From an optimization exercise on the open Yosys and OpenROAD flow, aimed at small area and a short achievable clock period; shortcuts taken in it are not production practice. At most, simulation tests tie the RTL to the original design; equivalence was not proved. No functional check of the RTL was part of runs 2 and 3. The clock cells of runs 3 to 5 come from the design's own scripts or RTL, not from TritonCTS. The clock input has no modelled driver; a real chip could not lean on it and would need a root buffer or a full tree. Power and IR drop assume default switching activity.

[run.sh]
#!/bin/bash
# synth_recipe.tcl (not shown) runs the flow's synth.tcl, then flattens the netlist and writes it again
# the make line also repeats each setting of config.mk as NAME=value (left out here)
make -C /OpenROAD-flow-scripts/flow DESIGN_CONFIG=/design/flow/config.mk WORK_HOME=/design/flow/orfs CLKGATE_MAP_FILE= SYNTH_SCRIPT=/design/flow/synth_recipe.tcl finish
[config.mk]
export PLATFORM = sky130hd
export DESIGN_NAME = packet_sfifo_drop
export DESIGN_NICKNAME = packet_sfifo_drop
export VERILOG_FILES = /design/flow/design.v
export SDC_FILE = /design/flow/constraint.sdc
export NUM_CORES = 4
export LEC_CHECK = 0
export ABC_CLOCK_PERIOD_IN_PS = 2500
export CAP_MARGIN = 20
export CORE_MARGIN = 2
export CORE_UTILIZATION = 55
export CTS_CLUSTER_DIAMETER = 60
export CTS_CLUSTER_SIZE = 24
export SETUP_SLACK_MARGIN = 2.45
export SLEW_MARGIN = 20
[constraint.sdc]
create_clock -name core_clock -period 5.0 [get_ports {clk}]
set_input_delay 1.0000 -clock core_clock [delete_from_list [all_inputs] [get_ports {clk}]]
set_output_delay 1.0000 -clock core_clock [all_outputs]
set_load 0.01 [all_outputs]
[design.v]
module packet_sfifo_drop #(
  parameter int DATA_WIDTH   = 32,
  parameter int FIFO_DEPTH   = 64,
  parameter int AFULL_THRESH = FIFO_DEPTH - 8,
  localparam int CW          = $clog2(FIFO_DEPTH) + 1
) (
  input  logic                  clk,
  input  logic                  rst,
  input  logic                  wen,
  input  logic [DATA_WIDTH-1:0] wdata,
  input  logic                  wdrop,
  output logic                  afull,
  output logic                  full,
  output logic [CW-1:0]         wrcnt,
  input  logic                  ren,
  output logic [DATA_WIDTH-1:0] rdata,
  output logic                  empty,
  output logic [CW-1:0]         rdcnt,
  output logic [CW-1:0]         pkt_cnt,
  output logic                  overflow,
  output logic                  underflow,
  output logic                  drop
);
  localparam int AW = CW - 1;
  logic [DATA_WIDTH-1:0] r_mem [FIFO_DEPTH];
  logic [AW-1:0]         r_wptr, r_cptr;              
  logic [FIFO_DEPTH-1:0] r_rsel;                      
  logic [CW-1:0]         r_wrcnt, r_rdcnt, r_pkt_cnt;
  logic                  r_disc, r_full, r_afull, r_nempty;
  logic                  r_overflow, r_underflow, r_drop;
  logic [DATA_WIDTH-1:0] r_rdata;                     
  logic          w_eop, w_acc, w_commit, w_discard, w_ovf, w_rb, w_rd, w_rd_eop, w_hit;
  logic [CW-1:0] w_wrcnt_nxt, w_rdcnt_nxt, w_pkt_nxt;
  logic          w_full_nxt, w_afull_nxt, w_nempty_nxt;
  assign wrcnt     = r_wrcnt;
  assign rdcnt     = r_rdcnt;
  assign full      = r_full;
  assign afull     = r_afull;
  assign pkt_cnt   = r_pkt_cnt;
  assign empty     = ~r_nempty;
  assign rdata     = r_rdata;
  assign overflow  = r_overflow;
  assign underflow = r_underflow;
  assign drop      = r_drop;
  assign w_eop     = wdata[DATA_WIDTH-1];
  assign w_acc     = wen & ~r_full & ~r_disc;
  assign w_commit  = w_acc & w_eop & ~wdrop;
  assign w_discard = w_acc & w_eop & wdrop;
  assign w_ovf     = wen & r_full & ~r_disc;
  assign w_rb      = w_ovf | w_discard;
  assign w_rd      = ren & r_nempty;
  assign w_rd_eop  = w_rd & r_rdata[DATA_WIDTH-1];
  assign w_hit     = w_acc & (w_rd ? (r_wrcnt == CW'(1)) : (r_wrcnt == '0));
  always_comb begin
    if (w_rb) begin
      w_wrcnt_nxt = w_rd ? r_rdcnt - CW'(1) : r_rdcnt;
      w_full_nxt  = ~w_rd & (r_rdcnt == CW'(FIFO_DEPTH));
      w_afull_nxt = w_rd ? (r_rdcnt >= CW'(AFULL_THRESH + 1)) : (r_rdcnt >= CW'(AFULL_THRESH));
    end else if (w_acc & ~w_rd) begin
      w_wrcnt_nxt = r_wrcnt + CW'(1);
      w_full_nxt  = r_wrcnt == CW'(FIFO_DEPTH - 1);
      w_afull_nxt = r_wrcnt >= CW'(AFULL_THRESH - 1);
    end else if (~w_acc & w_rd) begin
      w_wrcnt_nxt = r_wrcnt - CW'(1);
      w_full_nxt  = 1'b0;
      w_afull_nxt = r_wrcnt >= CW'(AFULL_THRESH + 1);
    end else begin
      w_wrcnt_nxt = r_wrcnt;
      w_full_nxt  = r_full;
      w_afull_nxt = r_afull;
    end
    if (w_commit) w_rdcnt_nxt = w_rd ? r_wrcnt : r_wrcnt + CW'(1);
    else          w_rdcnt_nxt = w_rd ? r_rdcnt - CW'(1) : r_rdcnt;
    if (w_commit & ~w_rd_eop) begin
      w_pkt_nxt   = r_pkt_cnt + CW'(1);
      w_nempty_nxt = 1'b1;
    end else if (~w_commit & w_rd_eop) begin
      w_pkt_nxt   = r_pkt_cnt - CW'(1);
      w_nempty_nxt = r_pkt_cnt != CW'(1);
    end else begin
      w_pkt_nxt   = r_pkt_cnt;
      w_nempty_nxt = r_nempty;
    end
  end
  logic [DATA_WIDTH-1:0] w_rnext;
  always_comb begin
    w_rnext = '0;
    for (int i = 0; i < FIFO_DEPTH; i++)
      w_rnext = w_rnext | ({DATA_WIDTH{r_rsel[i]}} & r_mem[i]);
  end
  always_ff @(posedge clk)
    if (!r_full) r_mem[r_wptr] <= wdata;
  always_ff @(posedge clk or posedge rst)
    if (rst)        r_rdata <= '0;
    else if (w_hit) r_rdata <= wdata;
    else if (w_rd)  r_rdata <= w_rnext;
  always_ff @(posedge clk or posedge rst)
    if (rst) begin
      r_wptr      <= '0;
      r_cptr      <= '0;
      r_rsel      <= FIFO_DEPTH'(2);
      r_wrcnt     <= '0;
      r_rdcnt     <= '0;
      r_pkt_cnt   <= '0;
      r_disc      <= 1'b0;
      r_full      <= 1'b0;
      r_afull     <= 1'b0;
      r_nempty    <= 1'b0;
      r_overflow  <= 1'b0;
      r_underflow <= 1'b0;
      r_drop      <= 1'b0;
    end else begin
      r_wptr      <= w_rb ? r_cptr : r_wptr + AW'(w_acc);
      r_cptr      <= w_commit ? r_wptr + AW'(1) : r_cptr;
      r_rsel      <= w_rd ? {r_rsel[FIFO_DEPTH-2:0], r_rsel[FIFO_DEPTH-1]} : r_rsel;
      r_wrcnt     <= w_wrcnt_nxt;
      r_rdcnt     <= w_rdcnt_nxt;
      r_pkt_cnt   <= w_pkt_nxt;
      r_disc      <= r_disc ? ~(wen & w_eop) : (w_ovf & ~w_eop);
      r_full      <= w_full_nxt;
      r_afull     <= w_afull_nxt;
      r_nempty    <= w_nempty_nxt;
      r_overflow  <= w_ovf;
      r_underflow <= ren & ~r_nempty;
      r_drop      <= w_rb;
    end
endmodule
==> impl_metrics.env, run 1 <==
export IMPL_yosysUniqueCellTypes=55
export IMPL_route_layer_met1_wl_microns=112600
export IMPL_routed_wire_length_on_met2_microns=140600
export IMPL_number_of_flops_mapped_to_enable_cells_by_yosys=2048
export IMPL_peakVddDrop_uv=320.7
export IMPL_total_of_warnings_raised_by_yosys=1
export IMPL_syn_instance_count=4256
export IMPL_cts_tree="yes"
export IMPL_mappedNetlistArea_sq_mm=0.07908
export IMPL_power_sequential_fraction=0.577
export IMPL_syn_mean_instance_area_sq_um=18.58
export IMPL_cellLeakagePower_nw=29.49
export IMPL_power_per_cell_area_mw_per_mm2=413.6
export IMPL_layout_cells_most_common_list="2,048 x sky130_fd_sc_hd__edfxtp_1, 512 x sky130_fd_sc_hd__a22o_1, 478 x sky130_fd_sc_hd__a221oi_1, 292 x sky130_fd_sc_hd__nand2_1, 276 x sky130_fd_sc_hd__buf_4"
export IMPL_final_period_minus_worst_setup_slack_ns=2.663
export IMPL_grt_total_usage=0.4496
export IMPL_power_switching_mw=9.718
export IMPL_timing_hold_worst_class="flop to flop"
export IMPL_ant_nets=0
export IMPL_setup_viol=0
export IMPL_grt_remaining_overflow=0
export IMPL_hold_path_startpoint="r_cptr[0]"
export IMPL_critPathArrivalTime_ns=3.35
export IMPL_dominant_cell_type_by_area_after_synthesis="sky130_fd_sc_hd__edfxtp_1"
export IMPL_post_synth_top_area_fraction=0.7777
export IMPL_globalplace_congestion=0.8801
export IMPL_wl_microns=332700
export IMPL_fin_util=0.6344
export IMPL_post_layout_nets=4611
export IMPL_horizontal_extent_of_the_die_microns=383.2
export IMPL_finalHoldViolations=0
export IMPL_timing_clock_skew_ns=0.04234
export IMPL_layout_cells_most_common="sky130_fd_sc_hd__edfxtp_1"
export IMPL_postPlaceCellArea_sq_mm=0.08394
export IMPL_route_detailed_wl_per_inst_microns=50.48
export IMPL_via_count=52100
export IMPL_number_of_global_route_vias_before_repair=46170
export IMPL_post_route_drc_count=0
export IMPL_dp_hpwl_microns=181400
export IMPL_worst_setup_path_start_kind="flop"
export IMPL_report_final_slew_viol_count=0
export IMPL_share_comb_of_total_power=0.095
export IMPL_clock_insertion_delay_worst_skew_ns=0.83
export IMPL_timing_setup_critical_path_class="flop to flop"
export IMPL_placement_setup_worst_slack_ns=1.279
export IMPL_clock_sink_count=2184
export IMPL_ys_top_cells_by_area="sky130_fd_sc_hd__edfxtp_1 78%, sky130_fd_sc_hd__a221oi_1 5.7%, sky130_fd_sc_hd__a22o_1 5.7%"
export IMPL_relSlewSlack=0.2234
export IMPL_timing_fmax_mhz=375.5
export IMPL_dr_first_iter_drc_count=11650
export IMPL_grt_antenna_before_repair=25
export IMPL_cap_viol_max_count=0
export IMPL_grt_setup_unrepaired="yes"
export IMPL_worstReg2RegStart="r_rsel[25]"
export IMPL_cts_inserted_buffers=137
export IMPL_p_int_mw=27.84
export IMPL_timing_worst_slew_pin_value_ns=1.165
export IMPL_dr_wl_met3_microns=55740
export IMPL_startpoint="r_rsel[25]"
export IMPL_port_buffer_cells=95
export IMPL_drive_gt1_frac=0.1931
export IMPL_finalWorstSetupSlack_ns=2.337
export IMPL_synthArstFlopShare=0.06227
export IMPL_layout_worst_path_cycle_share=0.5326
export IMPL_synthesis_nets=4306
export IMPL_dr_pass1_iters=10
export IMPL_root_buffer="sky130_fd_sc_hd__clkbuf_16"
export IMPL_finalSetupTns_ns=0
export IMPL_htree_levels=4
export IMPL_critical_path_endpoint_type="flop"
export IMPL_clock_path_buffers=3
export IMPL_synth_flop_cell="sky130_fd_sc_hd__edfxtp_1"
export IMPL_grt_max_degree=71
export IMPL_post_cts_hold_buffer_count=0
export IMPL_avgViaCountPerCell=7.906
export IMPL_outcome="complete, no violations"
export IMPL_top_signal_layer_used="met5"
export IMPL_clockPowerShare=0.328
export IMPL_grt_pass1_wl_microns=432000
export IMPL_cp_max_fo=27
export IMPL_floorplan_rows=139
export IMPL_design_die_area_sq_mm=0.1468
export IMPL_worstPathRequired_ns=5.68
export IMPL_synth_seq_cells=2184
export IMPL_io_pins=96
export IMPL_ys_seq_area_frac=0.8207
export IMPL_fillers=9961
export IMPL_start_util=0.5525
export IMPL_core_area_sq_mm=0.1431
export IMPL_chip_height_microns=383.2
export IMPL_finalInstanceArea_sq_mm=0.09081
export IMPL_netSwitchingFraction=0.2587
export IMPL_hold_worst_slack_ns=0.4821
export IMPL_flow_area_growth_from_synthesis_pct=14.83
export IMPL_clk_pin_slew_ns=0.08
-- worst max-delay path: stages (launching register included) --
cell	delay, ns
sky130_fd_sc_hd__dfrtp_2	0.58
sky130_fd_sc_hd__buf_6	0.36
sky130_fd_sc_hd__a22o_1	0.29
sky130_fd_sc_hd__a221oi_2	0.36
sky130_fd_sc_hd__nand4_1	0.39
sky130_fd_sc_hd__nor4_1	0.37
sky130_fd_sc_hd__o221ai_1	0.18
-- cells in the mapped netlist, drive strengths merged (14+ instances only) --
library cell and n:
xor2 17, a22o 512, nor2 79, nand2 294, buf 65, edfxtp 2048
nor4 38, a221oi 513, nor3 21, o221ai 33, o21ai 14, a21oi 16
clkbuf 241, nand4 130, dfrtp 135
-- state kept, by name, indices dropped and copies added (netlist names) --
name	flops
r_afull	1
r_cptr	6
r_disc	1
r_drop	1
r_full	1
r_mem	2048
r_nempty	1
r_overflow	1
r_pkt_cnt	7
r_rdata	32
r_rdcnt	7
r_rsel	64
r_underflow	1
r_wptr	6
r_wrcnt	7
-- repair_timing --
| item | 4_1_cts | 5_1_grt |
|---|---|---|
| setup endpoints to repair | 1919 | 448 |
| gates resized for setup | 277 | 68 |
| pin swaps | 44 | 25 |
| cloned | 2 | 1 |
| setup buffers | 111 | 30 |
-- power by group through the flow --
stage	registers [mW]	clock network (mW)	logic, mW
final	21.7	12.3	3.56
after global routing	21.7	12.9	3.59
after CTS	21.6	12.3	3.39
after detailed placement	22.2	0	3.07
after global placement	22.1	0	3.04
after floorplan	22.0	0	1.22
-- layer usage --
layer  up-vias  track usage
li1      18520            -
met1     26750       0.6203
met2      5630       0.6406
met3      1186       0.1395
met4        16       0.2489
met5         -            0
-- cell families (layout without fill, tap and decap cells) --
family | after synthesis | count (layout) | synth area share
other cells | 0 | 17 | 0
fa+ha+maj | 13 | 13 | 0.002057
xor+xnor | 30 | 30 | 0.003323
buf+inv | 319 | 731 | 0.01619
simple gates | 601 | 603 | 0.03595
mux | 10 | 10 | 0.001456
compound gates | 1099 | 1099 | 0.1203
flops | 2184 | 2184 | 0.8207
-- cell type report --
class                      instances  area (sq um)  share of cell area
antenna                           17         42.54           0.0004685
clock buffer                     155          3676             0.04048
clock inverter                    93         902.1            0.009934
inverter                          13         57.56           0.0006338
multi-input combinational       1755         14030              0.1545
sequential                      2184         65130              0.7173
tap                             1903          2381             0.02622
timing repair buffer             470          4584             0.05048
-- path summary, 6_finish.rpt --
kind                       depth (start not counted)  slack, ns           to
max                                                6       2.34  r_rdata[11]
min                                                2       0.48    r_cptr[0]
max reg2reg                                        6       2.34  r_rdata[11]
min reg2reg                                        2       0.48    r_cptr[0]
max in group asynchronous                          3       3.32   r_rsel[46]
min in group asynchronous                          2       0.68   r_rsel[29]
-- metrics by stage --
step	cells	total power [mW]
after detailed placement	6179	25.24
after CTS	6540	37.29
after global placement	6174	25.17
after floorplan	4256	23.18
after global routing	6576	38.20
final	6590	37.56
==> run 2: changes to the inputs <==
--- a/design.v
+++ b/design.v
@@ -27,11 +27,12 @@
   logic [FIFO_DEPTH-1:0] r_rsel;                      
   logic [CW-1:0]         r_wrcnt, r_rdcnt, r_pkt_cnt;
   logic                  r_disc, r_full, r_afull, r_nempty;
+  logic                  r_wok, r_wovf, r_wc0, r_wc1;    
   logic                  r_overflow, r_underflow, r_drop;
   logic [DATA_WIDTH-1:0] r_rdata;                     
   logic          w_eop, w_acc, w_commit, w_discard, w_ovf, w_rb, w_rd, w_rd_eop, w_hit;
   logic [CW-1:0] w_wrcnt_nxt, w_rdcnt_nxt, w_pkt_nxt;
-  logic          w_full_nxt, w_afull_nxt, w_nempty_nxt;
+  logic          w_full_nxt, w_afull_nxt, w_nempty_nxt, w_disc_nxt, w_wc0_nxt, w_wc1_nxt;
   assign wrcnt     = r_wrcnt;
   assign rdcnt     = r_rdcnt;
   assign full      = r_full;
@@ -43,30 +44,39 @@
   assign underflow = r_underflow;
   assign drop      = r_drop;
   assign w_eop     = wdata[DATA_WIDTH-1];
-  assign w_acc     = wen & ~r_full & ~r_disc;
+  assign w_acc     = wen & r_wok;
   assign w_commit  = w_acc & w_eop & ~wdrop;
   assign w_discard = w_acc & w_eop & wdrop;
-  assign w_ovf     = wen & r_full & ~r_disc;
+  assign w_ovf     = wen & r_wovf;
   assign w_rb      = w_ovf | w_discard;
   assign w_rd      = ren & r_nempty;
   assign w_rd_eop  = w_rd & r_rdata[DATA_WIDTH-1];
-  assign w_hit     = w_acc & (w_rd ? (r_wrcnt == CW'(1)) : (r_wrcnt == '0));
+  assign w_hit     = w_acc & (w_rd ? r_wc1 : r_wc0);
+  assign w_disc_nxt = r_disc ? ~(wen & w_eop) : (w_ovf & ~w_eop);
   always_comb begin
     if (w_rb) begin
       w_wrcnt_nxt = w_rd ? r_rdcnt - CW'(1) : r_rdcnt;
       w_full_nxt  = ~w_rd & (r_rdcnt == CW'(FIFO_DEPTH));
+      w_wc0_nxt   = w_rd ? (r_rdcnt == CW'(1)) : (r_rdcnt == '0);
+      w_wc1_nxt   = w_rd ? (r_rdcnt == CW'(2)) : (r_rdcnt == CW'(1));
       w_afull_nxt = w_rd ? (r_rdcnt >= CW'(AFULL_THRESH + 1)) : (r_rdcnt >= CW'(AFULL_THRESH));
     end else if (w_acc & ~w_rd) begin
       w_wrcnt_nxt = r_wrcnt + CW'(1);
       w_full_nxt  = r_wrcnt == CW'(FIFO_DEPTH - 1);
+      w_wc0_nxt   = 1'b0;
+      w_wc1_nxt   = r_wc0;
       w_afull_nxt = r_wrcnt >= CW'(AFULL_THRESH - 1);
     end else if (~w_acc & w_rd) begin
       w_wrcnt_nxt = r_wrcnt - CW'(1);
       w_full_nxt  = 1'b0;
+      w_wc0_nxt   = r_wc1;
+      w_wc1_nxt   = r_wrcnt == CW'(2);
       w_afull_nxt = r_wrcnt >= CW'(AFULL_THRESH + 1);
     end else begin
       w_wrcnt_nxt = r_wrcnt;
       w_full_nxt  = r_full;
+      w_wc0_nxt   = r_wc0;
+      w_wc1_nxt   = r_wc1;
       w_afull_nxt = r_afull;
     end
     if (w_commit) w_rdcnt_nxt = w_rd ? r_wrcnt : r_wrcnt + CW'(1);
@@ -103,6 +113,10 @@
       r_rdcnt     <= '0;
       r_pkt_cnt   <= '0;
       r_disc      <= 1'b0;
+      r_wok       <= 1'b1;
+      r_wovf      <= 1'b0;
+      r_wc0       <= 1'b1;
+      r_wc1       <= 1'b0;
       r_full      <= 1'b0;
       r_afull     <= 1'b0;
       r_nempty    <= 1'b0;
@@ -116,7 +130,11 @@
       r_wrcnt     <= w_wrcnt_nxt;
       r_rdcnt     <= w_rdcnt_nxt;
       r_pkt_cnt   <= w_pkt_nxt;
-      r_disc      <= r_disc ? ~(wen & w_eop) : (w_ovf & ~w_eop);
+      r_disc      <= w_disc_nxt;
+      r_wok       <= ~w_full_nxt & ~w_disc_nxt;
+      r_wovf      <= w_full_nxt & ~w_disc_nxt;
+      r_wc0       <= w_wc0_nxt;
+      r_wc1       <= w_wc1_nxt;
       r_full      <= w_full_nxt;
       r_afull     <= w_afull_nxt;
       r_nempty    <= w_nempty_nxt;
==> run 2 against run 1 <==
Effect of this change: sequential share of layout area grew 0.34 points; clock-buffer cell count grew 5; critical path type unchanged; setup slack lost 0.0058 ns.
==> impl_metrics.env, run 2 <==
export IMPL_outcome="complete, no violations"
export IMPL_post_layout_nets=4710
export IMPL_layout_cells_most_common_list="2,048 x sky130_fd_sc_hd__edfxtp_1, 384 x sky130_fd_sc_hd__a22oi_1, 320 x sky130_fd_sc_hd__a22o_1, 320 x sky130_fd_sc_hd__a221oi_1, 237 x sky130_fd_sc_hd__nand2_1"
export IMPL_relSlewSlack=0.1580
export IMPL_fin_total_pwr_mw=38.15
export IMPL_floorplan_rows=139
export IMPL_chip_height_microns=383.9
export IMPL_ys_seq_area_frac=0.8190
export IMPL_power_per_cell_area_mw_per_mm2=421.9
export IMPL_clk_pin_slew_ns=0.09
export IMPL_number_of_global_route_vias_before_repair=46790
export IMPL_route_detailed_wl_per_inst_microns=49.77
export IMPL_io_pins=96
export IMPL_timing_clock_skew_ns=0.05574
export IMPL_synthesis_nets=4465
export IMPL_syn_instance_count=4414
export IMPL_reg_top3="r_mem (2048), r_rsel (64), r_rdata (32)"
export IMPL_mappedNetlistArea_sq_mm=0.07937
export IMPL_grt_total_usage=0.4505
export IMPL_post_synth_top_area_fraction=0.7748
export IMPL_timing_hold_worst_class="flop to flop"
export IMPL_clock_path_buffers=3
export IMPL_cts_tree="yes"
export IMPL_timing_setup_critical_path_class="flop to flop"
export IMPL_grt_remaining_overflow=0
export IMPL_multi_input_gate_area_sq_mm=0.01376
export IMPL_final_period_minus_worst_setup_slack_ns=2.669
export IMPL_flow_area_growth_from_synthesis_pct=13.92
export IMPL_report_final_slew_viol_count=0
export IMPL_cp_max_fo=19
export IMPL_top_signal_layer_used="met5"
export IMPL_dr_wl_met3_microns=58080
export IMPL_fin_util=0.6302
export IMPL_dr_first_iter_drc_count=11200
export IMPL_critical_path_endpoint_type="flop"
export IMPL_ys_top_cells_by_area="sky130_fd_sc_hd__edfxtp_1 77%, sky130_fd_sc_hd__dfrtp_1 4.3%, sky130_fd_sc_hd__a22oi_1 3.6%"
export IMPL_dr_pass1_iters=8
export IMPL_clock_sink_count=2188
export IMPL_grt_setup_unrepaired="yes"
export IMPL_grt_antenna_before_repair=12
export IMPL_globalplace_congestion=0.8961
export IMPL_post_cts_hold_buffer_count=0
export IMPL_timing_worst_slew_pin_value_ns=1.263
export IMPL_dominant_cell_type_by_area_after_synthesis="sky130_fd_sc_hd__edfxtp_1"
export IMPL_cts_inserted_buffers=140
export IMPL_cellLeakagePower_nw=29.13
export IMPL_final_instance_count_excl_fill=6672
export IMPL_synth_seq_cells=2188
export IMPL_root_buffer="sky130_fd_sc_hd__clkbuf_16"
export IMPL_ant_nets=0
export IMPL_largest_register="r_mem"
export IMPL_wl_microns=332100
export IMPL_post_route_drc_count=0
export IMPL_number_of_flops_mapped_to_enable_cells_by_yosys=2048
export IMPL_port_buffer_cells=95
export IMPL_critPathArrivalTime_ns=3.37
export IMPL_start_util=0.5532
export IMPL_horizontal_extent_of_the_die_microns=383.9
export IMPL_timing_fmax_mhz=374.7
export IMPL_netlist_top_cells_count="2,048 x sky130_fd_sc_hd__edfxtp_1, 384 x sky130_fd_sc_hd__a22oi_1, 323 x sky130_fd_sc_hd__a221oi_1"
export IMPL_avgViaCountPerCell=7.838
export IMPL_sequential_cell_area_sq_mm=0.06516
export IMPL_fillers=10060
export IMPL_setup_viol=0
export IMPL_grt_pass1_wl_microns=434300
export IMPL_drive_gt1_frac=0.1685
export IMPL_total_of_warnings_raised_by_yosys=1
export IMPL_worstPathRequired_ns=5.70
export IMPL_synthArstFlopShare=0.06399
export IMPL_routed_wire_length_on_met2_microns=140700
export IMPL_via_count=52300
export IMPL_core_area_sq_mm=0.1435
export IMPL_clock_insertion_delay_worst_skew_ns=0.82
export IMPL_dp_hpwl_microns=176900
export IMPL_cap_viol_max_count=0
export IMPL_hold_worst_slack_ns=0.4695
export IMPL_layout_cells_most_common="sky130_fd_sc_hd__edfxtp_1"
export IMPL_largest_register_ffs=2048
export IMPL_yosysUniqueCellTypes=60
export IMPL_route_layer_met1_wl_microns=110500
export IMPL_grt_max_degree=74
export IMPL_design_die_area_sq_mm=0.1474
export IMPL_layout_worst_path_cycle_share=0.5338
export IMPL_peakVddDrop_uv=356.7
export IMPL_yosys_cell_count_top_type="sky130_fd_sc_hd__edfxtp_1"
export IMPL_htree_levels=4
export IMPL_dp_cells=6310
export IMPL_finalSetupTns_ns=0
export IMPL_synth_flop_cell="sky130_fd_sc_hd__edfxtp_1"
export IMPL_syn_mean_instance_area_sq_um=17.98
export IMPL_worst_setup_path_start_kind="flop"
export IMPL_finalHoldViolations=0
==> run 2: metrics by stage <==
step / cell area (sq um) / setup slack (ns)
after floorplan: 79590 / 1.981
final: 90420 / 2.331
after global placement: 84000 / 1.495
after global routing: 90410 / 2.378
after detailed placement: 84160 / 1.469
after CTS: 90130 / 2.450
==> run 2: worst paths after layout <==
check / start / endpoint / slack (ns) / cells after the start
max reg2reg: r_rsel[50] / r_rdata[11] / 2.33 / 6
max in group asynchronous: rst / r_rsel[12] / 3.18 / 3
min reg2reg: r_cptr[0] / r_wptr[0] / 0.47 / 2
max: r_rsel[50] / r_rdata[11] / 2.33 / 6
min in group asynchronous: rst / r_rdata[30] / 0.58 / 2
min: r_cptr[0] / r_wptr[0] / 0.47 / 2
==> run 2: cells by family after synthesis <==
| kind of cell | Yosys count | synth area share |
|---|---|---|
| compound gates | 1139 | 0.1151 |
| xor+xnor | 31 | 0.003421 |
| flops | 2188 | 0.8190 |
| fa+ha+maj | 14 | 0.002207 |
| mux | 7 | 0.001040 |
| buf+inv | 320 | 0.01660 |
| simple gates | 715 | 0.04266 |
==> run 2: worst max-delay path, cell delays in order (launching register included) <==
cell and delay (ns):
sky130_fd_sc_hd__dfrtp_2 0.83, sky130_fd_sc_hd__buf_4 0.41, sky130_fd_sc_hd__a22o_1 0.24, sky130_fd_sc_hd__a221oi_1 0.48, sky130_fd_sc_hd__nand4_1 0.26, sky130_fd_sc_hd__nor3_1 0.21
sky130_fd_sc_hd__a21oi_1 0.09
==> run 2: final cells by class <==
| cell class | count | area share |
|---|---|---|
| flip-flops and latches | 2188 | 0.7207 |
| inverters | 15 | 0.0006919 |
| clock buffers | 160 | 0.04108 |
| diodes | 4 | 0.0001107 |
| clock inverters | 88 | 0.01135 |
| well taps | 1903 | 0.02633 |
| repair buffers | 407 | 0.04756 |
| multi-input cells | 1907 | 0.1522 |
==> run 2: timing repair <==
item | in CTS | in global routing
setup buffers | 100 | 7
pin swaps | 37 | 4
cloned | 1 | 0
endpoints found under the setup margin | 1759 | 472
hold endpoints to repair | 0 | 0
gates resized for setup | 196 | 40
==> run 2: layer usage <==
| metal | vias to the layer above | track usage |
|---|---|---|
| li1 | 18740 | - |
| met1 | 26850 | 0.6181 |
| met2 | 5580 | 0.6446 |
| met3 | 1120 | 0.1518 |
| met4 | 13 | 0.2333 |
| met5 | - | 0 |
==> run 2: report_power, final <==
| part | switching (mW) | total, mW | internal, mW |
|---|---|---|---|
| Sequential | 0.538 | 21.7 | 21.2 |
| Combinational | 2.81 | 3.81 | 0.997 |
| Clock | 6.57 | 12.6 | 6.06 |
==> run 3: changes to the inputs <==
==> flow/run.sh (new file) <==
#!/bin/bash
# The standard layout, with the clock tree built by flow/pre_cts.tcl instead of TritonCTS.
# make's output goes to flow_make.log; each ORFS step keeps its own log under orfs/logs/.
set -euo pipefail
here="$(pwd)"
export PRE_CTS_TCL="$here/flow/pre_cts.tcl"
bash standard.sh > "$here/flow_make.log" 2>&1
==> flow/mytree.tcl (new file) <==
# Build a two-level clock tree by hand: leaf clkbuf_16 per cluster of nearby flip-flops,
# and NROOT root clkbuf_16, each driving the leaves of one region, all fed by the clock port.
proc build_clock_tree {clkport nroot_x nroot_y leafsize} {
  set block [ord::get_db_block]
  set bt [$block findBTerm $clkport]
  set cnet [$bt getNet]
  set buf [[ord::get_db] findMaster sky130_fd_sc_hd__clkbuf_16]
  set sinks {}
  foreach it [$cnet getITerms] {
    set inst [$it getInst]
    set loc [$inst getLocation]
    lappend sinks [list $it [lindex $loc 0] [lindex $loc 1]]
  }
  set n [llength $sinks]
  set die [$block getDieArea]
  set W [$die xMax]; set H [$die yMax]
  # leaf clusters: strips in x, chunks in y
  set nclusters [expr {int(ceil(double($n)/$leafsize))}]
  set nstrips [expr {max(1,int(round(sqrt($nclusters * double($W)/$H))))}]
  set sx [lsort -integer -index 1 $sinks]
  set per [expr {int(ceil(double($n)/$nstrips))}]
  set leaves {}
  set li 0
  for {set s 0} {$s < $nstrips} {incr s} {
    set strip [lrange $sx [expr {$s*$per}] [expr {($s+1)*$per-1}]]
    set strip [lsort -integer -index 2 $strip]
    set m [llength $strip]
    set k [expr {int(ceil(double($m)/$leafsize))}]
    set cs [expr {int(ceil(double($m)/$k))}]
    for {set c 0} {$c < $k} {incr c} {
      set grp [lrange $strip [expr {$c*$cs}] [expr {($c+1)*$cs-1}]]
      if {[llength $grp] == 0} continue
      set x 0; set y 0
      foreach g $grp { incr x [lindex $g 1]; incr y [lindex $g 2] }
      set x [expr {$x/[llength $grp]}]; set y [expr {$y/[llength $grp]}]
      set inst [odb::dbInst_create $block $buf "clkleaf_$li"]
      $inst setLocation $x $y
      $inst setPlacementStatus PLACED
      set net [odb::dbNet_create $block "clknet_leaf_$li"]
      $net setSigType CLOCK
      [$inst findITerm X] connect $net
      foreach g $grp { set it [lindex $g 0]; $it disconnect; $it connect $net }
      lappend leaves [list $inst $x $y]
      incr li
    }
  }
  # roots: grid regions
  set roots {}
  for {set rx 0} {$rx < $nroot_x} {incr rx} {
    for {set ry 0} {$ry < $nroot_y} {incr ry} {
      set grp {}
      foreach l $leaves {
        set ix [expr {min($nroot_x-1, int([lindex $l 1] * $nroot_x / $W))}]
        set iy [expr {min($nroot_y-1, int([lindex $l 2] * $nroot_y / $H))}]
        if {$ix == $rx && $iy == $ry} { lappend grp $l }
      }
      if {[llength $grp] == 0} continue
      set x 0; set y 0
      foreach g $grp { incr x [lindex $g 1]; incr y [lindex $g 2] }
      set x [expr {$x/[llength $grp]}]; set y [expr {$y/[llength $grp]}]
      set r [llength $roots]
      set inst [odb::dbInst_create $block $buf "clkroot_$r"]
      $inst setLocation $x $y
      $inst setPlacementStatus PLACED
      set net [odb::dbNet_create $block "clknet_root_$r"]
      $net setSigType CLOCK
      [$inst findITerm X] connect $net
      foreach g $grp { [[lindex $g 0] findITerm A] connect $net }
      [$inst findITerm A] connect $cnet
      lappend roots $inst
    }
  }
  $cnet setSigType CLOCK
  puts "clock tree: $n sinks, [llength $leaves] leaves, [llength $roots] roots"
}
==> flow/pre_cts.tcl (new file) <==
# Run by ORFS's cts step (PRE_CTS_TCL) in place of clock_tree_synthesis: builds a balanced
# two-level clock tree (see mytree.tcl) with less insertion delay than TritonCTS's three levels.
source [file join [file dirname [info script]] mytree.tcl]
build_clock_tree clk 2 2 20
rename clock_tree_synthesis __orig_clock_tree_synthesis
proc clock_tree_synthesis {args} {
  puts "clock_tree_synthesis skipped: the clock tree was built by pre_cts.tcl"
  set_propagated_clock [all_clocks]
}
==> standard.sh (new file) <==
#!/bin/bash
# synth_recipe.tcl (not shown) runs the flow's synth.tcl, then flattens the netlist and writes it again
# the make line also repeats each setting of config.mk as NAME=value (left out here)
make -C /OpenROAD-flow-scripts/flow DESIGN_CONFIG=/design/flow/config.mk WORK_HOME=/design/flow/orfs CLKGATE_MAP_FILE= SYNTH_SCRIPT=/design/flow/synth_recipe.tcl "${@:-finish}"
--- a/config.mk
+++ b/config.mk
@@ -9,7 +9,5 @@
 export CAP_MARGIN = 20
 export CORE_MARGIN = 2
 export CORE_UTILIZATION = 55
-export CTS_CLUSTER_DIAMETER = 60
-export CTS_CLUSTER_SIZE = 24
 export SETUP_SLACK_MARGIN = 2.45
 export SLEW_MARGIN = 20
removed: run.sh
==> run 3 against run 2 <==
Effect of this change: critical endpoint is now r_mem[6][23]; sequential power about the same; clock power decreased by 25%; critical path depth decreased by 2; routed wire length decreased by 0.40%; power decreased by 8.4%; sequential share of layout area increased by 1.4 points; worst hold slack improved by 0.011 ns; first-iteration DRC count increased by 2.9%; sequential cell count unchanged.
==> impl_metrics.env, run 3 <==
export IMPL_grt_total_usage=0.4433
export IMPL_drive_gt1_frac=0.1465
export IMPL_finalSetupTns_ns=0
export IMPL_core_area_sq_mm=0.1435
export IMPL_hold_path_depth=2
export IMPL_timing_hold_worst_class="flop to flop"
export IMPL_avgViaCountPerCell=7.969
export IMPL_grt_util_met2=0.6329
export IMPL_via_count=52240
export IMPL_timing_fmax_mhz=380.1
export IMPL_fin_total_pwr_mw=34.94
export IMPL_yosysUniqueCellTypes=60
export IMPL_largest_register_ffs=2048
export IMPL_share_comb_of_total_power=0.109
export IMPL_grt_remaining_overflow=0
export IMPL_start_util=0.5532
export IMPL_design_die_area_sq_mm=0.1474
export IMPL_cap_viol_max_count=0
export IMPL_wl_microns=330700
export IMPL_grt_antenna_before_repair=20
export IMPL_worstPathRequired_ns=5.29
export IMPL_fillers=10220
export IMPL_yosys_cell_count_top_type="sky130_fd_sc_hd__edfxtp_1"
export IMPL_io_pins=96
export IMPL_floorplan_rows=139
export IMPL_timing_setup_critical_path_class="flop to flop"
export IMPL_grt_max_degree=74
export IMPL_power_sequential_fraction=0.621
export IMPL_chip_height_microns=383.9
export IMPL_use_met1=0.6165
export IMPL_power_switching_mw=8.792
export IMPL_critPathArrivalTime_ns=2.92
export IMPL_number_of_global_route_vias_before_repair=46390
export IMPL_power_per_cell_area_mw_per_mm2=393.7
export IMPL_critical_path_endpoint_type="flop"
export IMPL_route_detailed_wl_per_inst_microns=50.45
export IMPL_post_layout_nets=4694
export IMPL_setup_viol=0
export IMPL_post_cts_hold_buffer_count=0
export IMPL_number_of_flops_mapped_to_enable_cells_by_yosys=2048
export IMPL_post_route_drc_count=0
export IMPL_grt_setup_unrepaired="yes"
export IMPL_dr_pass1_iters=6
export IMPL_mappedNetlistArea_sq_mm=0.07937
export IMPL_grt_pass1_wl_microns=430600
export IMPL_peakVddDrop_uv=471.8
export IMPL_ant_nets=0
export IMPL_fin_util=0.6185
export IMPL_layout_cells_most_common_list="2,048 x sky130_fd_sc_hd__edfxtp_1, 384 x sky130_fd_sc_hd__a22oi_1, 321 x sky130_fd_sc_hd__a221oi_1, 320 x sky130_fd_sc_hd__a22o_1, 235 x sky130_fd_sc_hd__nand2_1"
export IMPL_timing_hold_worst_endpoint="r_wptr[1]"
export IMPL_synth_seq_cells=2188
export IMPL_netlist_top_cells_count="2,048 x sky130_fd_sc_hd__edfxtp_1, 384 x sky130_fd_sc_hd__a22oi_1, 323 x sky130_fd_sc_hd__a221oi_1"
export IMPL_timing_clock_skew_ns=0.02623
export IMPL_clk_pin_slew_ns=0.09
export IMPL_hold_path_startpoint="r_cptr[1]"
export IMPL_post_synth_top_area_fraction=0.7748
export IMPL_p_int_mw=26.15
export IMPL_ys_top_cells_by_area="sky130_fd_sc_hd__edfxtp_1 77%, sky130_fd_sc_hd__dfrtp_1 4.3%, sky130_fd_sc_hd__a22oi_1 3.6%"
export IMPL_port_buffer_cells=95
export IMPL_hold_worst_slack_ns=0.4804
export IMPL_flow_area_growth_from_synthesis_pct=11.81
export IMPL_cp_max_fo=21
export IMPL_horizontal_extent_of_the_die_microns=383.9
export IMPL_final_period_minus_worst_setup_slack_ns=2.631
export IMPL_worst_setup_path_start_kind="flop"
export IMPL_layout_cells_most_common="sky130_fd_sc_hd__edfxtp_1"
export IMPL_dp_hpwl_microns=176900
export IMPL_cellLeakagePower_nw=28.35
export IMPL_clock_insertion_delay_worst_skew_ns=0.65
export IMPL_timing_reg2reg_setup_slack_ns=2.37
export IMPL_clockPowerShare=0.270
export IMPL_grt_most_used_layer="met2"
export IMPL_worstReg2RegStart="r_wptr[1]"
export IMPL_synthesis_nets=4465
export IMPL_dr_first_iter_drc_count=11530
export IMPL_netSwitchingFraction=0.2516
export IMPL_syn_mean_instance_area_sq_um=17.98
export IMPL_total_of_warnings_raised_by_yosys=1
export IMPL_reg_top3="r_mem (2048), r_rsel (64), r_rdata (32)"
export IMPL_synth_flop_cell="sky130_fd_sc_hd__edfxtp_1"
export IMPL_outcome="complete, no violations"
export IMPL_ff2ff_path_depth=4
export IMPL_worstReg2RegEnd="r_mem[6][23]"
export IMPL_dominant_cell_type_by_area_after_synthesis="sky130_fd_sc_hd__edfxtp_1"
export IMPL_globalplace_congestion=0.8961
export IMPL_gr_usage_met3=0.1396
export IMPL_relSlewSlack=0.1607
export IMPL_synthArstFlopShare=0.06399
export IMPL_report_final_slew_viol_count=0
export IMPL_ys_seq_area_frac=0.8190
export IMPL_finalHoldViolations=0
export IMPL_timing_worst_slew_pin_value_ns=1.259
export IMPL_syn_instance_count=4414
export IMPL_largest_register="r_mem"
export IMPL_layout_worst_path_cycle_share=0.5262
==> run 3: cell count changes in the layout (fill, tap and decap cells not counted), moves of 12 or more <==
cell | previous run | this run
sky130_fd_sc_hd__clkdlybuf4s15_1 | 15 | 0
sky130_fd_sc_hd__clkbuf_16 | 145 | 115
sky130_fd_sc_hd__dlygate4sd2_1 | 29 | 54
sky130_fd_sc_hd__clkbuf_1 | 12 | 0
sky130_fd_sc_hd__inv_8 | 12 | 0
sky130_fd_sc_hd__inv_6 | 20 | 0
sky130_fd_sc_hd__clkinv_4 | 14 | 0
==> run 3: area by class of cell <==
class	instances	area [sq um]	share of cell area
antenna	11	27.53	0.0003102
timing repair inverter	1	5.005	0.00005640
timing repair buffer	416	4482	0.05050
inverter	15	66.31	0.0007473
tap	1903	2381	0.02683
sequential	2188	65170	0.7344
multi-input combinational	1907	13760	0.1550
buffer	114	2853	0.03215
==> run 3: power groups by stage <==
stage | registers, mW | clock network, mW | logic, mW
3_3_place_gp | 22.2 | 0 | 3.29
5_1_grt | 21.8 | 9.95 | 3.87
2_1_floorplan | 22.0 | 0 | 1.31
6_report | 21.7 | 9.43 | 3.80
4_1_cts | 21.7 | 9.36 | 3.60
3_5_place_dp | 22.2 | 0 | 3.33
==> run 3: metal layers <==
| metal | wire length (microns) | share of wire |
|---|---|---|
| met5 | 123 | 0.00037 |
| met4 | 23000 | 0.070 |
| met3 | 56790 | 0.17 |
| met2 | 139400 | 0.42 |
| met1 | 111400 | 0.34 |
==> run 3: per-stage QoR <==
stage | cells | instance area, sq um | setup slack, ns
global route | 6544 | 88720 | 2.391
detailed placement | 6310 | 84160 | 1.469
CTS | 6524 | 88220 | 2.356
finish | 6555 | 88740 | 2.369
global placement | 6304 | 84000 | 1.495
floorplan | 4414 | 79590 | 1.981
==> run 3: timing repair <==
item | in CTS | in global routing
gates resized for setup | 132 | 63
endpoints found under the setup margin | 1834 | 811
gates cloned | 1 | 2
buffers inserted | 99 | 12
pin swaps | 36 | 4
==> run 3: worst max-delay path: stages, from the launching register on <==
cell and delay, ns:
sky130_fd_sc_hd__dfrtp_1 0.57, sky130_fd_sc_hd__nor2b_1 0.40, sky130_fd_sc_hd__nand2_1 0.46, sky130_fd_sc_hd__nor2_4 0.37, sky130_fd_sc_hd__buf_12 0.29
==> run 3: worst max path at each step <==
stage,start,to,depth (start not counted)
after floorplan,r_wptr[3],r_mem[16][0],4
after global placement,wen,r_pkt_cnt[5],11
after detailed placement,wen,r_pkt_cnt[5],11
after CTS,wen,r_pkt_cnt[5],11
after global routing,r_full,r_mem[9][20],5
final,r_wptr[1],r_mem[6][23],4
==> run 3: cell families (layout without fill, tap and decap cells) <==
kind of cell | count (synthesis) | count (layout) | share of synthesized area
buf+inv | 320 | 546 | 0.01660
mux | 7 | 7 | 0.001040
xor+xnor | 31 | 31 | 0.003421
other cells | 0 | 11 | 0
fa+ha+maj | 14 | 14 | 0.002207
flops | 2188 | 2188 | 0.8190
simple gates | 715 | 716 | 0.04266
compound gates | 1139 | 1139 | 0.1151
==> run 4: changes to the inputs <==
--- a/design.v
+++ b/design.v
@@ -24,6 +24,7 @@
   localparam int AW = CW - 1;
   logic [DATA_WIDTH-1:0] r_mem [FIFO_DEPTH];
   logic [AW-1:0]         r_wptr, r_cptr;              
+  logic [7:0]            r_wlo, r_whi;                
   logic [FIFO_DEPTH-1:0] r_rsel;                      
   logic [CW-1:0]         r_wrcnt, r_rdcnt, r_pkt_cnt;
   logic                  r_disc, r_full, r_afull, r_nempty;
@@ -32,6 +33,7 @@
   logic [DATA_WIDTH-1:0] r_rdata;                     
   logic          w_eop, w_acc, w_commit, w_discard, w_ovf, w_rb, w_rd, w_rd_eop, w_hit;
   logic [CW-1:0] w_wrcnt_nxt, w_rdcnt_nxt, w_pkt_nxt;
+  logic [AW-1:0] w_wptr_nxt;
   logic          w_full_nxt, w_afull_nxt, w_nempty_nxt, w_disc_nxt, w_wc0_nxt, w_wc1_nxt;
   assign wrcnt     = r_wrcnt;
   assign rdcnt     = r_rdcnt;
@@ -99,7 +101,9 @@
       w_rnext = w_rnext | ({DATA_WIDTH{r_rsel[i]}} & r_mem[i]);
   end
   always_ff @(posedge clk)
-    if (!r_full) r_mem[r_wptr] <= wdata;
+    for (int i = 0; i < FIFO_DEPTH; i++)
+      if (r_whi[i / 8] & r_wlo[i % 8]) r_mem[i] <= wdata;
+  assign w_wptr_nxt = w_rb ? r_cptr : r_wptr + AW'(w_acc);
   always_ff @(posedge clk or posedge rst)
     if (rst)        r_rdata <= '0;
     else if (w_hit) r_rdata <= wdata;
@@ -107,6 +111,8 @@
   always_ff @(posedge clk or posedge rst)
     if (rst) begin
       r_wptr      <= '0;
+      r_wlo       <= 8'b0000_0001;
+      r_whi       <= 8'b0000_0001;
       r_cptr      <= '0;
       r_rsel      <= FIFO_DEPTH'(2);
       r_wrcnt     <= '0;
@@ -124,7 +130,9 @@
       r_underflow <= 1'b0;
       r_drop      <= 1'b0;
     end else begin
-      r_wptr      <= w_rb ? r_cptr : r_wptr + AW'(w_acc);
+      r_wptr      <= w_wptr_nxt;
+      r_wlo       <= 8'b1 << w_wptr_nxt[2:0];
+      r_whi       <= w_full_nxt ? 8'b0 : 8'b1 << w_wptr_nxt[5:3];
       r_cptr      <= w_commit ? r_wptr + AW'(1) : r_cptr;
       r_rsel      <= w_rd ? {r_rsel[FIFO_DEPTH-2:0], r_rsel[FIFO_DEPTH-1]} : r_rsel;
       r_wrcnt     <= w_wrcnt_nxt;
--- a/config.mk
+++ b/config.mk
@@ -5,9 +5,9 @@
 export SDC_FILE = /design/flow/constraint.sdc
 export NUM_CORES = 4
 export LEC_CHECK = 0
-export ABC_CLOCK_PERIOD_IN_PS = 2500
+export ABC_CLOCK_PERIOD_IN_PS = 2400
 export CAP_MARGIN = 20
 export CORE_MARGIN = 2
 export CORE_UTILIZATION = 55
-export SETUP_SLACK_MARGIN = 2.45
+export SETUP_SLACK_MARGIN = 2.6
 export SLEW_MARGIN = 20
==> run 4 against run 3 <==
Effect of this change: die area rose by 0.72%; synthesized area rose by 0.73%; power increased by 2.0%; utilization decreased by 1.2 points; sequential power about the same; still clean on timing, DRC and antenna; global-route usage rose by 0.13 points; routed wire length is 1.2% higher; final area fell by 1.6%; largest power group unchanged; maximum frequency increased by 5.8%; first-iteration DRC count down 3.5%; via count fell by 1.6%; final cell count is 1.6% lower.
==> impl_metrics.env, run 4 <==
export IMPL_startpoint="r_wlo[3]"
export IMPL_timing_worst_slew_pin_value_ns=1.258
export IMPL_synth_flop_cell="sky130_fd_sc_hd__edfxtp_1"
export IMPL_fin_total_pwr_mw=35.63
export IMPL_worst_setup_path_start_kind="flop"
export IMPL_layout_worst_path_cycle_share=0.4975
export IMPL_avgViaCountPerCell=7.966
export IMPL_flow_area_growth_from_synthesis_pct=9.218
export IMPL_critical_path_max_stage_delay_ns=0.85
export IMPL_syn_mean_instance_area_sq_um=18.17
export IMPL_critPathArrivalTime_ns=2.79
export IMPL_synth_xor_area_share=0.003709
export IMPL_synth_simple_gate_area_frac=0.04260
export IMPL_power_per_cell_area_mw_per_mm2=408.0
export IMPL_setup_viol=0
export IMPL_route_detailed_wl_per_inst_microns=51.86
export IMPL_worstReg2RegStart="r_wlo[3]"
export IMPL_timing_hold_worst_class="flop to flop"
export IMPL_synth_fa_ha_area_frac=0.002191
export IMPL_via_count=51410
export IMPL_peakVddDrop_uv=496.9
export IMPL_floorplan_rows=139
export IMPL_clk_pin_slew_ns=0.08
export IMPL_grt_total_usage=0.4446
export IMPL_placement_setup_worst_slack_ns=1.126
export IMPL_post_layout_nets=4589
export IMPL_dp_hpwl_microns=173200
export IMPL_dominant_cell_type_by_area_after_synthesis="sky130_fd_sc_hd__edfxtp_1"
export IMPL_ys_seq_area_frac=0.8181
export IMPL_critical_path_endpoint_type="flop"
export IMPL_multi_input_gate_area_sq_mm=0.01355
export IMPL_total_of_warnings_raised_by_yosys=2
export IMPL_synthesis_nets=4451
export IMPL_grt_setup_unrepaired="yes"
export IMPL_drive_gt1_frac=0.1338
export IMPL_finalHoldViolations=0
export IMPL_design_die_area_sq_mm=0.1484
export IMPL_dr_pass1_iters=6
export IMPL_mappedNetlistArea_sq_mm=0.07995
export IMPL_cp_max_fo=17
export IMPL_grt_pass1_wl_microns=431700
export IMPL_dr_first_iter_drc_count=11120
export IMPL_yosysUniqueCellTypes=68
export IMPL_layout_cells_most_common="sky130_fd_sc_hd__edfxtp_1"
export IMPL_grt_remaining_overflow=0
export IMPL_grt_max_degree=84
export IMPL_yosys_cell_count_top_type="sky130_fd_sc_hd__edfxtp_1"
export IMPL_chip_height_microns=385.3
export IMPL_syn_instance_count=4400
export IMPL_post_route_drc_count=0
export IMPL_ys_top_cells_by_area="sky130_fd_sc_hd__edfxtp_1 77%, sky130_fd_sc_hd__dfrtp_1 4.7%, sky130_fd_sc_hd__a22oi_1 3.6%"
export IMPL_fillers=10510
export IMPL_globalplace_congestion=0.8616
export IMPL_hold_path_startpoint="r_cptr[5]"
export IMPL_port_buffer_cells=95
export IMPL_horizontal_extent_of_the_die_microns=385.3
export IMPL_finalWorstSetupSlack_ns=2.512
export IMPL_cellLeakagePower_nw=27.97
export IMPL_cap_viol_max_count=0
export IMPL_final_instance_count_excl_fill=6453
export IMPL_largest_register_ffs=2048
export IMPL_worstPathRequired_ns=5.30
export IMPL_number_of_global_route_vias_before_repair=46120
export IMPL_report_final_slew_viol_count=0
export IMPL_dp_cells=6263
export IMPL_core_area_sq_mm=0.1440
export IMPL_layout_cells_most_common_list="2,048 x sky130_fd_sc_hd__edfxtp_1, 384 x sky130_fd_sc_hd__a22oi_1, 321 x sky130_fd_sc_hd__a221oi_1, 320 x sky130_fd_sc_hd__a22o_1, 217 x sky130_fd_sc_hd__nand2_1"
export IMPL_relSlewSlack=0.1610
export IMPL_clock_insertion_delay_worst_skew_ns=0.70
export IMPL_finalSetupTns_ns=0
export IMPL_synth_seq_cells=2204
export IMPL_reg_top3="r_mem (2048), r_rsel (64), r_rdata (32)"
export IMPL_netlist_top_cells_count="2,048 x sky130_fd_sc_hd__edfxtp_1, 384 x sky130_fd_sc_hd__a22oi_1, 322 x sky130_fd_sc_hd__a221oi_1"
export IMPL_synth_area_mux_share=0.001847
export IMPL_cpMaxStageDelayCell="sky130_fd_sc_hd__and2_2"
export IMPL_outcome="complete, no violations"
export IMPL_synth_compound_area_frac=0.1151
export IMPL_timing_clock_skew_ns=0.08516
export IMPL_number_of_flops_mapped_to_enable_cells_by_yosys=2048
export IMPL_timing_setup_critical_path_class="flop to flop"
export IMPL_final_period_minus_worst_setup_slack_ns=2.488
export IMPL_sequential_cell_area_sq_mm=0.06559
export IMPL_start_util=0.5552
export IMPL_hold_worst_slack_ns=0.5017
export IMPL_grt_antenna_before_repair=30
export IMPL_ant_nets=0
export IMPL_post_synth_top_area_fraction=0.7692
export IMPL_io_pins=96
export IMPL_cp_cell_sequence="and2_2 -> buf_4"
export IMPL_wl_microns=334600
export IMPL_timing_fmax_mhz=402.0
export IMPL_largest_register="r_mem"
export IMPL_synthArstFlopShare=0.07078
export IMPL_combinational_family_with_the_most_area_after_synthesis="compound AO/OA/AOI/OAI gates"
==> run 4: kinds of logic after synthesis <==
| logic type | count (synthesis) |
|---|---|
| multiplexers | 12 |
| adder cells (fa/ha/maj) | 14 |
| flip-flops | 2204 |
| XOR/XNOR | 33 |
| AO/OA/AOI/OAI | 1141 |
| AND/OR/NAND/NOR | 682 |
| buffers and inverters | 314 |
==> run 4: power breakdown <==
part | switching (mW) | internal [mW]
clock network | 5.59 | 4.31
logic | 2.74 | 0.970
registers | 0.619 | 21.4
==> run 4: worst paths after layout <==
kind,end,slack [ns],cells past startpoint
min in group asynchronous,r_rdata[28],0.75,2
worst max register to register,r_mem[43][13],2.51,2
worst min-delay path,r_cptr[5],0.50,2
worst max-delay path,r_mem[43][13],2.51,2
max in group asynchronous,r_rdata[27],3.14,3
worst min register to register,r_cptr[5],0.50,2
==> run 4: final cells by class <==
type	count	share of cell area
antenna	14	0.0004012
buffer	124	0.03554
inverter	18	0.0009601
multi-input combinational	1883	0.1551
sequential	2204	0.7512
tap	1903	0.02727
timing repair buffer	307	0.02953
==> run 4: repair_timing <==
action | 4_1_cts | 5_1_grt
gates resized for setup | 199 | 28
hold buffers | 0 | 0
pin swaps | 1 | 4
buffers inserted | 33 | 17
cloned | 2 | 0
setup endpoints to repair | 208 | 58
==> run 4: metrics by stage <==
stage / util / area [sq um]
2_1_floorplan: - / 80060
3_3_place_gp: 0.5802 / 83550
3_5_place_dp: 0.5802 / 83550
4_1_cts: 0.6040 / 86980
5_1_grt: 0.6062 / 87290
6_report: 0.6064 / 87320
==> run 4: layer usage <==
metal / global-route usage / share of wire
met5: 0 / 0.00021
met4: 0.2477 / 0.076
met3: 0.1282 / 0.17
met2: 0.6485 / 0.42
met1: 0.6062 / 0.33
==> run 4: worst max-delay path, delay by kind of cell, from the launching register on <==
kind                   cells  cell delay [ns]
AND/OR/NAND/NOR            1             0.85
buffers and inverters      1             0.66
flip-flops                 1             0.58
==> run 5: changes to the inputs <==
--- a/design.v
+++ b/design.v
@@ -27,12 +27,13 @@
   logic [7:0]            r_wlo, r_whi;                
   logic [FIFO_DEPTH-1:0] r_rsel;                      
   logic [CW-1:0]         r_wrcnt, r_rdcnt, r_pkt_cnt;
+  logic [CW-1:0]         r_pkt_inc, r_pkt_dec;        
   logic                  r_disc, r_full, r_afull, r_nempty;
   logic                  r_wok, r_wovf, r_wc0, r_wc1;    
   logic                  r_overflow, r_underflow, r_drop;
   logic [DATA_WIDTH-1:0] r_rdata;                     
   logic          w_eop, w_acc, w_commit, w_discard, w_ovf, w_rb, w_rd, w_rd_eop, w_hit;
-  logic [CW-1:0] w_wrcnt_nxt, w_rdcnt_nxt, w_pkt_nxt;
+  logic [CW-1:0] w_wrcnt_nxt, w_rdcnt_nxt, w_pkt_nxt, w_pkt_inc_nxt, w_pkt_dec_nxt;
   logic [AW-1:0] w_wptr_nxt;
   logic          w_full_nxt, w_afull_nxt, w_nempty_nxt, w_disc_nxt, w_wc0_nxt, w_wc1_nxt;
   assign wrcnt     = r_wrcnt;
@@ -84,13 +85,19 @@
     if (w_commit) w_rdcnt_nxt = w_rd ? r_wrcnt : r_wrcnt + CW'(1);
     else          w_rdcnt_nxt = w_rd ? r_rdcnt - CW'(1) : r_rdcnt;
     if (w_commit & ~w_rd_eop) begin
-      w_pkt_nxt   = r_pkt_cnt + CW'(1);
+      w_pkt_nxt     = r_pkt_inc;
+      w_pkt_inc_nxt = r_pkt_inc + CW'(1);
+      w_pkt_dec_nxt = r_pkt_cnt;
       w_nempty_nxt = 1'b1;
     end else if (~w_commit & w_rd_eop) begin
-      w_pkt_nxt   = r_pkt_cnt - CW'(1);
+      w_pkt_nxt     = r_pkt_dec;
+      w_pkt_inc_nxt = r_pkt_cnt;
+      w_pkt_dec_nxt = r_pkt_dec - CW'(1);
       w_nempty_nxt = r_pkt_cnt != CW'(1);
     end else begin
-      w_pkt_nxt   = r_pkt_cnt;
+      w_pkt_nxt     = r_pkt_cnt;
+      w_pkt_inc_nxt = r_pkt_inc;
+      w_pkt_dec_nxt = r_pkt_dec;
       w_nempty_nxt = r_nempty;
     end
   end
@@ -118,6 +125,8 @@
       r_wrcnt     <= '0;
       r_rdcnt     <= '0;
       r_pkt_cnt   <= '0;
+      r_pkt_inc   <= CW'(1);
+      r_pkt_dec   <= '1;
       r_disc      <= 1'b0;
       r_wok       <= 1'b1;
       r_wovf      <= 1'b0;
@@ -138,6 +147,8 @@
       r_wrcnt     <= w_wrcnt_nxt;
       r_rdcnt     <= w_rdcnt_nxt;
       r_pkt_cnt   <= w_pkt_nxt;
+      r_pkt_inc   <= w_pkt_inc_nxt;
+      r_pkt_dec   <= w_pkt_dec_nxt;
       r_disc      <= w_disc_nxt;
       r_wok       <= ~w_full_nxt & ~w_disc_nxt;
       r_wovf      <= w_full_nxt & ~w_disc_nxt;
==> run 5 against run 4 <==
Effect of this change: critical path type unchanged; routed wire length is 0.67% lower; highest routed layer unchanged; global-route usage is 1.1 points lower; setup slack worse by 0.016 ns; synthesized area is 0.79% higher; sequential power is 2% higher; largest power group unchanged; final cell count is 2.0% higher; still clean on timing, DRC and antenna; combinational power is 4% lower.
==> impl_metrics.env, run 5 <==
export IMPL_outcome="complete, no violations"
export IMPL_layout_cells_most_common="sky130_fd_sc_hd__edfxtp_1"
export IMPL_critPathArrivalTime_ns=2.82
export IMPL_power_switching_mw=8.987
export IMPL_via_count=52110
export IMPL_critical_path_endpoint_type="flop"
export IMPL_start_util=0.5536
export IMPL_synth_seq_cells=2218
export IMPL_synth_flop_cell="sky130_fd_sc_hd__edfxtp_1"
export IMPL_globalplace_congestion=0.8639
export IMPL_synthesis_nets=4539
export IMPL_report_final_slew_viol_count=0
export IMPL_post_route_drc_count=0
export IMPL_route_detailed_wl_per_inst_microns=50.48
export IMPL_route_layer_met1_wl_microns=112100
export IMPL_post_cts_hold_buffer_count=0
export IMPL_total_of_warnings_raised_by_yosys=2
export IMPL_largest_register_ffs=2048
export IMPL_largest_register="r_mem"
export IMPL_chip_height_microns=386.8
export IMPL_number_of_flops_mapped_to_enable_cells_by_yosys=2048
export IMPL_peakVddDrop_uv=455.3
export IMPL_clk_pin_slew_ns=0.08
export IMPL_finalSetupTns_ns=0
export IMPL_cp_max_fo=21
export IMPL_postPlaceCellArea_sq_mm=0.08414
export IMPL_mappedNetlistArea_sq_mm=0.08058
export IMPL_grt_total_usage=0.4335
export IMPL_timing_hold_worst_class="flop to flop"
export IMPL_worst_setup_path_start_kind="flop"
export IMPL_ant_nets=0
export IMPL_finalInstanceArea_sq_mm=0.08846
export IMPL_worstReg2RegStart="r_wlo[7]"
export IMPL_syn_instance_count=4489
export IMPL_wl_microns=332400
export IMPL_fin_total_pwr_mw=35.86
export IMPL_timing_clock_skew_ns=0.1213
export IMPL_power_per_cell_area_mw_per_mm2=405.3
export IMPL_timing_setup_critical_path_class="flop to flop"
export IMPL_netSwitchingFraction=0.2507
export IMPL_worstPathRequired_ns=5.32
export IMPL_timing_worst_slew_pin_value_ns=1.265
export IMPL_number_of_global_route_vias_before_repair=46770
export IMPL_floorplan_rows=140
export IMPL_grt_remaining_overflow=0
export IMPL_ff2ff_path_depth=2
export IMPL_grt_max_degree=89
export IMPL_clockPowerShare=0.276
export IMPL_dr_pass1_iters=8
export IMPL_share_comb_of_total_power=0.099
export IMPL_routed_wire_length_on_met2_microns=141600
export IMPL_worstReg2RegEnd="r_mem[23][15]"
export IMPL_io_pins=96
export IMPL_post_synth_top_area_fraction=0.7632
export IMPL_cellLeakagePower_nw=28.47
export IMPL_ys_top_cells_by_area="sky130_fd_sc_hd__edfxtp_1 76%, sky130_fd_sc_hd__dfrtp_1 4.9%, sky130_fd_sc_hd__a22oi_1 3.6%"
export IMPL_avgViaCountPerCell=7.914
export IMPL_top_signal_layer_used="met5"
export IMPL_ys_seq_area_frac=0.8162
export IMPL_syn_mean_instance_area_sq_um=17.95
export IMPL_fin_util=0.6077
export IMPL_horizontal_extent_of_the_die_microns=386.8
export IMPL_relSlewSlack=0.1567
export IMPL_netlist_top_cells_count="2,048 x sky130_fd_sc_hd__edfxtp_1, 391 x sky130_fd_sc_hd__a22oi_1, 323 x sky130_fd_sc_hd__a221oi_1"
export IMPL_post_layout_nets=4701
export IMPL_port_buffer_cells=95
export IMPL_power_sequential_fraction=0.625
export IMPL_design_die_area_sq_mm=0.1496
export IMPL_reg_top3="r_mem (2048), r_rsel (64), r_rdata (32)"
export IMPL_flow_area_growth_from_synthesis_pct=9.776
export IMPL_grt_setup_unrepaired="yes"
export IMPL_yosysUniqueCellTypes=63
export IMPL_grt_antenna_before_repair=31
export IMPL_hold_path_startpoint="r_cptr[5]"
export IMPL_layout_cells_most_common_list="2,048 x sky130_fd_sc_hd__edfxtp_1, 391 x sky130_fd_sc_hd__a22oi_1, 321 x sky130_fd_sc_hd__a22o_1, 320 x sky130_fd_sc_hd__a221oi_1, 224 x sky130_fd_sc_hd__nand2_1"
export IMPL_timing_reg2reg_setup_slack_ns=2.50
export IMPL_drive_gt1_frac=0.1413
export IMPL_core_area_sq_mm=0.1456
export IMPL_layout_worst_path_cycle_share=0.5006
export IMPL_timing_fmax_mhz=399.5
export IMPL_dominant_cell_type_by_area_after_synthesis="sky130_fd_sc_hd__edfxtp_1"
export IMPL_dr_first_iter_drc_count=11300
export IMPL_hold_path_depth=2
export IMPL_final_period_minus_worst_setup_slack_ns=2.503
export IMPL_finalHoldViolations=0
export IMPL_clock_insertion_delay_worst_skew_ns=0.73
export IMPL_dp_hpwl_microns=172600
export IMPL_dr_wl_met3_microns=54390
export IMPL_yosys_cell_count_top_type="sky130_fd_sc_hd__edfxtp_1"
export IMPL_cap_viol_max_count=0
export IMPL_p_int_mw=26.87
export IMPL_grt_pass1_wl_microns=431000
export IMPL_synthArstFlopShare=0.07665
export IMPL_timing_hold_worst_endpoint="r_cptr[5]"
export IMPL_setup_viol=0
## run 5: cell count changes after synthesis, moves of 6 or more
cell,before,now
sky130_fd_sc_hd__a21oi_1,76,88
sky130_fd_sc_hd__clkbuf_1,201,226
sky130_fd_sc_hd__nor2_1,88,99
sky130_fd_sc_hd__mux2i_1,8,14
sky130_fd_sc_hd__a22oi_1,384,391
sky130_fd_sc_hd__inv_1,13,22
sky130_fd_sc_hd__nand2_1,219,225
sky130_fd_sc_hd__dfstp_2,5,13
sky130_fd_sc_hd__o21ai_0,14,31
sky130_fd_sc_hd__buf_2,86,65
sky130_fd_sc_hd__xnor2_1,24,17
sky130_fd_sc_hd__dfrtp_1,151,157
## run 5: critical path, cell delays in order, from the launching register on
cell                      delay [ns]
sky130_fd_sc_hd__dfrtp_1        0.54
sky130_fd_sc_hd__and2_2         1.03
sky130_fd_sc_hd__buf_4          0.51
## run 5: worst max path at each step
stage | end | start | slack [ns] | cells after the start
2_1_floorplan | r_afull | rst | 1.84 | 1
3_3_place_gp | r_pkt_dec[5] | wen | 1.23 | 11
3_5_place_dp | r_pkt_dec[3] | wen | 1.18 | 10
4_1_cts | r_rdata[20] | ren | 2.59 | 8
5_1_grt | r_rdata[24] | r_rsel[55] | 2.58 | 6
6_report | r_mem[23][15] | r_wlo[7] | 2.50 | 2
## run 5: cell families after synthesis
kind of cell	share of synthesized area
flops	0.8162
simple gates	0.04321
compound gates	0.1167
mux	0.002655
fa+ha+maj	0.002019
buf+inv	0.01638
xor+xnor	0.002826
## run 5: power by group through the flow
stage / combinational [mW] / sequential, mW / clock [mW]
floorplan: 1.31 / 22.6 / 0
global route: 3.62 / 22.5 / 10.4
detailed placement: 3.20 / 22.9 / 0
CTS: 3.41 / 22.4 / 9.80
global placement: 3.17 / 22.8 / 0
finish: 3.56 / 22.4 / 9.90
## run 5: layer usage
layer  track usage  up-vias
met1        0.6058    26730
met2        0.6293     5442
met3        0.1109     1185
met4        0.2372       22
li1              -    18730
met5      0.004785        -
## run 5: layout make-up
type	count	area, sq um
multi-input cells	1946	13880
flip-flops and latches	2218	65970
plain buffers	124	3103
diodes	18	45.04
well taps	1917	2399
inverters	23	103.9
repair buffers	338	2960
fillers	10520	57110
## run 5: timing repair
item,4_1_cts,5_1_grt
gates cloned,1,0
hold endpoints to repair,0,0
setup buffers,56,29
gates resized for setup,219,40
pin swaps,4,0
endpoints found under the setup margin,233,56
## run 5: stage by stage
step / setup WS (ns) / hold WS, ns / instances
after floorplan: 1.842 / 0.4492 / 4489
after global placement: 1.228 / 0.4739 / 6354
after detailed placement: 1.183 / 0.4733 / 6354
after CTS: 2.594 / 0.4884 / 6535
after global routing: 2.584 / 0.5184 / 6569
final: 2.497 / 0.4836 / 6584

[afterwards: timing with drivers on the ports]
Ports are ideal in the flow. The routed layouts listed here were re-timed in OpenROAD. Step 1: set_driving_cell puts a clkbuf_16 on clk and a buf_2 on each other input, an assumption about the parent block. Step 2, shift: input delay + t, output delay - t, t = (earliest + latest rising clock arrival at the registers) / 2. This alone moves slack from input paths to output paths. Slacks: ideal ports / drivers / drivers and shift; pairs: ideal ports / drivers.
run | shift t [ns] | slack for setup (ns) | hold slack, ns
run 1 | 0.889 | 2.337 / 2.337 / 1.698 | 0.482 / 0.482 / 0.482
run 2 | 0.875 | 2.331 / 2.331 / 1.643 | 0.470 / 0.470 / 0.470
run 3 | 0.832 | 2.369 / 2.301 / 1.934 | 0.480 / 0.480 / 0.480
run 4 | 0.852 | 2.512 / 2.345 / 1.906 | 0.502 / 0.502 / 0.502
run 5 | 0.859 | 2.497 / 2.384 / 2.011 | 0.484 / 0.484 / 0.484
After both steps setup and hold are still met in every run listed. The setup slack of run 2, which loses most, moves by 0.000 ns with the drivers and by -0.688 ns with both steps.
